Context: an optimization exercise on an open-source flow, tuned for small area and few clock cycles. The choices shown serve that exercise and are no tape-out recipe.
At most, simulation tests tie the RTL to the original design; equivalence was not proved.
Power and IR drop assume default switching activity.

// servo_led_command_parser_top
module servo_led_command_parser_top (
  input  logic        clk,
  input  logic        rst_n,
  input  logic        in_valid,
  output logic        in_ready,
  input  logic        in_kind,
  input  logic [7:0]  in_byte,
  output logic        out_valid,
  input  logic        out_ready,
  output logic [1:0]  out_action,
  output logic [2:0]  out_channel,
  output logic [23:0] out_payload,
  output logic        out_last,
  input  logic        cfg_we,
  input  logic [1:0]  cfg_index,
  input  logic [15:0] cfg_wdata
);
  slcp_pkg::cfg_t cfg;
  logic        out_mag, out_stop, out_show, push, push_show, push_zero;
  logic [1:0]  push_action;
  logic [2:0]  push_channel;
  logic [23:0] colour;
  slcp_cfg_regs u_cfg (
    .clk       (clk),
    .rst_n     (rst_n),
    .cfg_we    (cfg_we),
    .cfg_index (cfg_index),
    .cfg_wdata (cfg_wdata),
    .cfg       (cfg)
  );
  slcp_parser u_parser (
    .clk          (clk),
    .rst_n        (rst_n),
    .in_valid     (in_valid),
    .in_ready     (in_ready),
    .in_kind      (in_kind),
    .in_byte      (in_byte),
    .cfg          (cfg),
    .out_v        (out_valid),
    .out_mag      (out_mag),
    .out_stop     (out_stop),
    .out_show     (out_show),
    .out_ready    (out_ready),
    .push         (push),
  ...
Settings: LEC_CHECK=0, ABC_AREA=0, CAP_MARGIN=20, CORE_MARGIN=2, CORE_UTILIZATION=40, CTS_BUF_LIST=sky130_fd_sc_hd__clkbuf_8, SLEW_MARGIN=20; clock period 6.0 ns.
standard.sh (not shown) runs the stock make flow with config.mk's settings and CLKGATE_MAP_FILE= SYNTH_SCRIPT=/design/flow/synth_recipe.tcl, a recipe that flattens the netlist after the stock synthesis.
==> flow/flow/run.sh <==
#!/bin/bash
# The standard layout (standard.sh, the standard flow's own ORFS flow, synthesis unchanged),
# with plain buf_1 cells as the input and output port buffers, and clock tree
# synthesis with a clkbuf_8 root, clkbuf_4 leaves and no dummy loads.
set -euo pipefail
cd "$(dirname "$0")/.."
bash standard.sh 'BUFFER_PORTS_ARGS=-buffer_cell sky130_fd_sc_hd__buf_1' \
  'CTS_ARGS=-sink_clustering_enable -repair_clock_nets -root_buf sky130_fd_sc_hd__clkbuf_8 -buf_list sky130_fd_sc_hd__clkbuf_4 -dont_use_dummy_load' \
  finish > orfs_make.log 2>&1
The starting point completed without violations.
Testbench counts at the start, summed over its fixed seeds: cycles 87,109.
==> next run, changes <==
==> flow/flow/run.sh (replaced) <==
#!/bin/bash
# The standard layout (standard.sh, the standard flow's own ORFS flow, synthesis unchanged),
# with plain buf_1 cells as the input and output port buffers, and clock tree
# synthesis with larger sink clusters and no dummy loads.
set -euo pipefail
cd "$(dirname "$0")/.."
bash standard.sh 'BUFFER_PORTS_ARGS=-buffer_cell sky130_fd_sc_hd__buf_1' \
  'CTS_ARGS=-sink_clustering_enable -repair_clock_nets -buf_list sky130_fd_sc_hd__clkbuf_8 -sink_clustering_size 30 -sink_clustering_max_diameter 100 -dont_use_dummy_load' \
  finish > orfs_make.log 2>&1
Settings changed: ABC_AREA 0 to 1, CORE_UTILIZATION 40 to 70.
Outcome:
- critical path depth went up by 6
- worst setup slack is worse by 0.23 ns
- non-clock buffer count went down by 4
- routed wire length went up by about 7%
- core utilization went up by 33 points
- design area is about the same
- sequential power is about the same
- first-iteration DRC count went up by about 90%
- final cell count went up by about 3.7%
- clock skew went down by 0.010 ns
==> next run, changes <==
==> flow/flow/run.sh (replaced) <==
#!/bin/bash
# The standard layout (standard.sh, the standard flow's own ORFS flow, synthesis unchanged),
# with plain buf_1 cells as the input and output port buffers, and clock tree
# synthesis with a clkbuf_8 root, clkbuf_4 leaves and no dummy loads.
set -euo pipefail
cd "$(dirname "$0")/.."
bash standard.sh 'BUFFER_PORTS_ARGS=-buffer_cell sky130_fd_sc_hd__buf_1' \
  'CTS_ARGS=-sink_clustering_enable -repair_clock_nets -root_buf sky130_fd_sc_hd__clkbuf_8 -buf_list sky130_fd_sc_hd__clkbuf_4 -dont_use_dummy_load' \
  finish > orfs_make.log 2>&1
Settings changed: CORE_UTILIZATION 70 to 40.
The changed run finished with timing, DRC and antenna clean.
Combinational power goes down by a few percent.
Cell area goes up slightly.
Setup slack gets better by 0.19 ns.
Via count goes down by a little under a tenth.
Hold slack gets better by 0.0091 ns.
Clock power goes down by a quarter to a third.
Die area goes up by well over a third.
Sequential share of layout area goes down by 0.40 points.
==> next run, changes <==
==> flow/flow/run.sh (replaced) <==
#!/bin/bash
# The standard layout (standard.sh, the standard flow's own ORFS flow, synthesis unchanged),
# with plain buf_1 cells as the input and output port buffers, and clock tree
# synthesis with larger sink clusters and no dummy loads.
set -euo pipefail
cd "$(dirname "$0")/.."
bash standard.sh 'BUFFER_PORTS_ARGS=-buffer_cell sky130_fd_sc_hd__buf_1' \
  'CTS_ARGS=-sink_clustering_enable -repair_clock_nets -buf_list sky130_fd_sc_hd__clkbuf_8 -sink_clustering_size 30 -sink_clustering_max_diameter 100 -dont_use_dummy_load' \
  finish > orfs_make.log 2>&1
The new run produced a clean layout. Critical path depth does not change. Die area is unchanged. Count of clock-buffer cells in the layout does not change. Sequential power hardly moves. Final cell count is unchanged. Flip-flop and latch count stays the same. Setup slack gains 0.023 ns. First-iteration DRC count came out lower by 1.3%. Global-route usage is about the same.
==> next run, changes <==
==> flow/flow/run.sh (replaced) <==
#!/bin/bash
# The standard layout (standard.sh, the standard flow's own ORFS flow, synthesis unchanged),
# with plain buf_1 cells as the input and output port buffers, and clock tree
# synthesis with a clkbuf_8 root, clkbuf_4 leaves and no dummy loads.
set -euo pipefail
cd "$(dirname "$0")/.."
bash standard.sh 'BUFFER_PORTS_ARGS=-buffer_cell sky130_fd_sc_hd__buf_1' \
  'CTS_ARGS=-sink_clustering_enable -repair_clock_nets -root_buf sky130_fd_sc_hd__clkbuf_8 -buf_list sky130_fd_sc_hd__clkbuf_4 -dont_use_dummy_load' \
  finish > orfs_make.log 2>&1
Settings changed: CAP_MARGIN 20 to 5, GPL_TIMING_DRIVEN from default to 0, SLEW_MARGIN 20 to 5.
Effect: Combinational power grows by about 3%. Final cell count grows by 0.77%. Synthesized area is unchanged. Global-route usage grows by 0.47 points. Core utilization stays flat.

* * *

== run 5 ==
Another version of the RTL of servo_led_command_parser_top (not shown whole).
For scale: roughly 64 I/O pins, roughly 8200 µm² of cells after synthesis.
Settings: LEC_CHECK=0, ABC_AREA=1, CAP_MARGIN=20, CORE_MARGIN=2, CORE_UTILIZATION=40, CTS_BUF_LIST=sky130_fd_sc_hd__clkbuf_8, SLEW_MARGIN=20; clock period 6.0 ns.
==> flow/flow/run.sh <==
#!/bin/bash
# The standard layout (standard.sh, the standard flow's own ORFS flow, synthesis unchanged),
# with plain buf_1 cells as the input and output port buffers, and clock tree
# synthesis with larger sink clusters and no dummy loads.
set -euo pipefail
cd "$(dirname "$0")/.."
bash standard.sh 'BUFFER_PORTS_ARGS=-buffer_cell sky130_fd_sc_hd__buf_1' \
  'CTS_ARGS=-sink_clustering_enable -repair_clock_nets -buf_list sky130_fd_sc_hd__clkbuf_8 -sink_clustering_size 30 -sink_clustering_max_diameter 100 -dont_use_dummy_load' \
  finish > orfs_make.log 2>&1
Modified inputs, run 4 compared to run 5
==> flow/flow/run.sh <==
#!/bin/bash
# The standard layout (standard.sh, the standard flow's own ORFS flow, synthesis unchanged),
# with plain buf_1 cells as the input and output port buffers.
set -euo pipefail
cd "$(dirname "$0")/.."
bash standard.sh 'BUFFER_PORTS_ARGS=-buffer_cell sky130_fd_sc_hd__buf_1' finish > orfs_make.log 2>&1
Results
On number of filler instances in the final layout, the lower figure sits with run 4, not run 5.
Status: arrival time at the worst endpoint parity (run 5, run 4)
Run 5 → run 4: final critical-path setup slack rose by 0.0070 ns, total power of the final layout increased 12%.
Clock power (run 4 / run 5): 1.4
Looking at area added between synthesis and finish across run 4 and run 5, the one that comes out higher is run 4.
Looking only at worst max-slew margin expressed relative to the limit, and setting everything else aside, the lower value of run 4 and run 5 goes to run 4.
On fmax, run 5 tracks run 4 almost exactly.
Diff run 5 -> run 4: cell count picked up an extra 1.1%; via count picked up an extra about 0.7%; detail-routed via count per cell lost 0.024.
Function was not checked in any run of this note: the RTL went through the layout flow alone.

* * *

== v6 ==
Another version of the RTL of servo_led_command_parser_top (not shown whole).
Size: roughly 880 cells after synthesis, roughly 140 flip-flops, roughly 0.0085 sq mm of cells after synthesis.
clock: 6.0 ns
lec_check: 0
cap_margin: 20
core_margin: 2
core_utilization: 40
cts_buf_list: sky130_fd_sc_hd__clkbuf_8
slew_margin: 20
==> flow/flow/run.sh <==
#!/bin/bash
# The standard layout (standard.sh, the standard flow's own ORFS flow, synthesis unchanged),
# with plain buf_1 cells as the input and output port buffers.
set -euo pipefail
cd "$(dirname "$0")/.."
bash standard.sh 'BUFFER_PORTS_ARGS=-buffer_cell sky130_fd_sc_hd__buf_1' finish > orfs_make.log 2>&1
No stage failed in v6, and the final checks on the layout all came back clean.
Inputs modified between v6 and v7:
Settings: removing CTS_BUF_LIST (formerly sky130_fd_sc_hd__clkbuf_8).
==> flow/run.sh (new file) <==
#!/bin/bash
# synth_recipe.tcl (not shown) runs the flow's synth.tcl, then flattens the netlist and writes it again
# the make line also repeats each setting of config.mk as NAME=value (left out here)
make -C /OpenROAD-flow-scripts/flow DESIGN_CONFIG=/design/flow/config.mk WORK_HOME=/design/flow/orfs CLKGATE_MAP_FILE= SYNTH_SCRIPT=/design/flow/synth_recipe.tcl finish
removed: flow/flow/run.sh
removed: flow/standard.sh
==> comparison <==
v6 and v7 ended up with roughly the same wire length. Via count of the first global-routing pass of v7 exceeds that of v6 by a few percent. From v6 to v7 the numbers moved as follows: transition time of the tightest slew-check pin fell 26 ps; total power climbed about 13%; via count went up; share of power burned in combinational logic went down; arrival time of the worst setup path now smaller. Compared with v6, in v7 routing usage on met3 rose by 0.39 points, fraction of power spent switching nets lost 0.74 points, met1 capacity usage during global routing went down. The placed wire-length estimate after detailed placement of v7 was inferior to that of v6.
No functional check of the RTL was part of any run of this note.

separate check: timing with driven ports:
How much do the figures lean on ideal ports? The routed layouts below were timed once more, with nothing changed but the port constraints. Step 1 sets driving cells, clkbuf_16 on the clock port and buf_2 on the other inputs (assumed; they add their load-dependent delay and slew). Step 2, shift: input delay + t, output delay - t, t = (earliest + latest rising clock arrival at the registers) / 2. This alone moves slack from input paths to output paths. Three values: ideal ports, drivers, drivers and shift; two values: the first two.
run | t (ns) | slack for setup (ns) | slew at the worst register clock pin (ns)
the first run of note 1 | 0.435 | 0.468 / 0.468 / 0.468 | 0.11 / 0.11
the second run of note 1 | 0.487 | 0.241 / 0.241 / 0.241 | 0.08 / 0.08
the third run of note 1 | 0.432 | 0.429 / 0.429 / 0.429 | 0.11 / 0.11
the fourth run of note 1 | 0.465 | 0.452 / 0.452 / 0.452 | 0.07 / 0.07
the fifth run of note 1 | 0.451 | 0.332 / 0.332 / 0.332 | 0.12 / 0.12
run 5 | 0.481 | 0.435 / 0.435 / 0.435 | 0.09 / 0.09
run 4 | 0.490 | 0.442 / 0.442 / 0.442 | 0.09 / 0.09
v6 | 0.500 | 0.289 / 0.289 / 0.289 | 0.09 / 0.09
v7 | 0.474 | 0.468 / 0.468 / 0.468 | 0.07 / 0.07
After both steps every run listed still meets setup and hold.
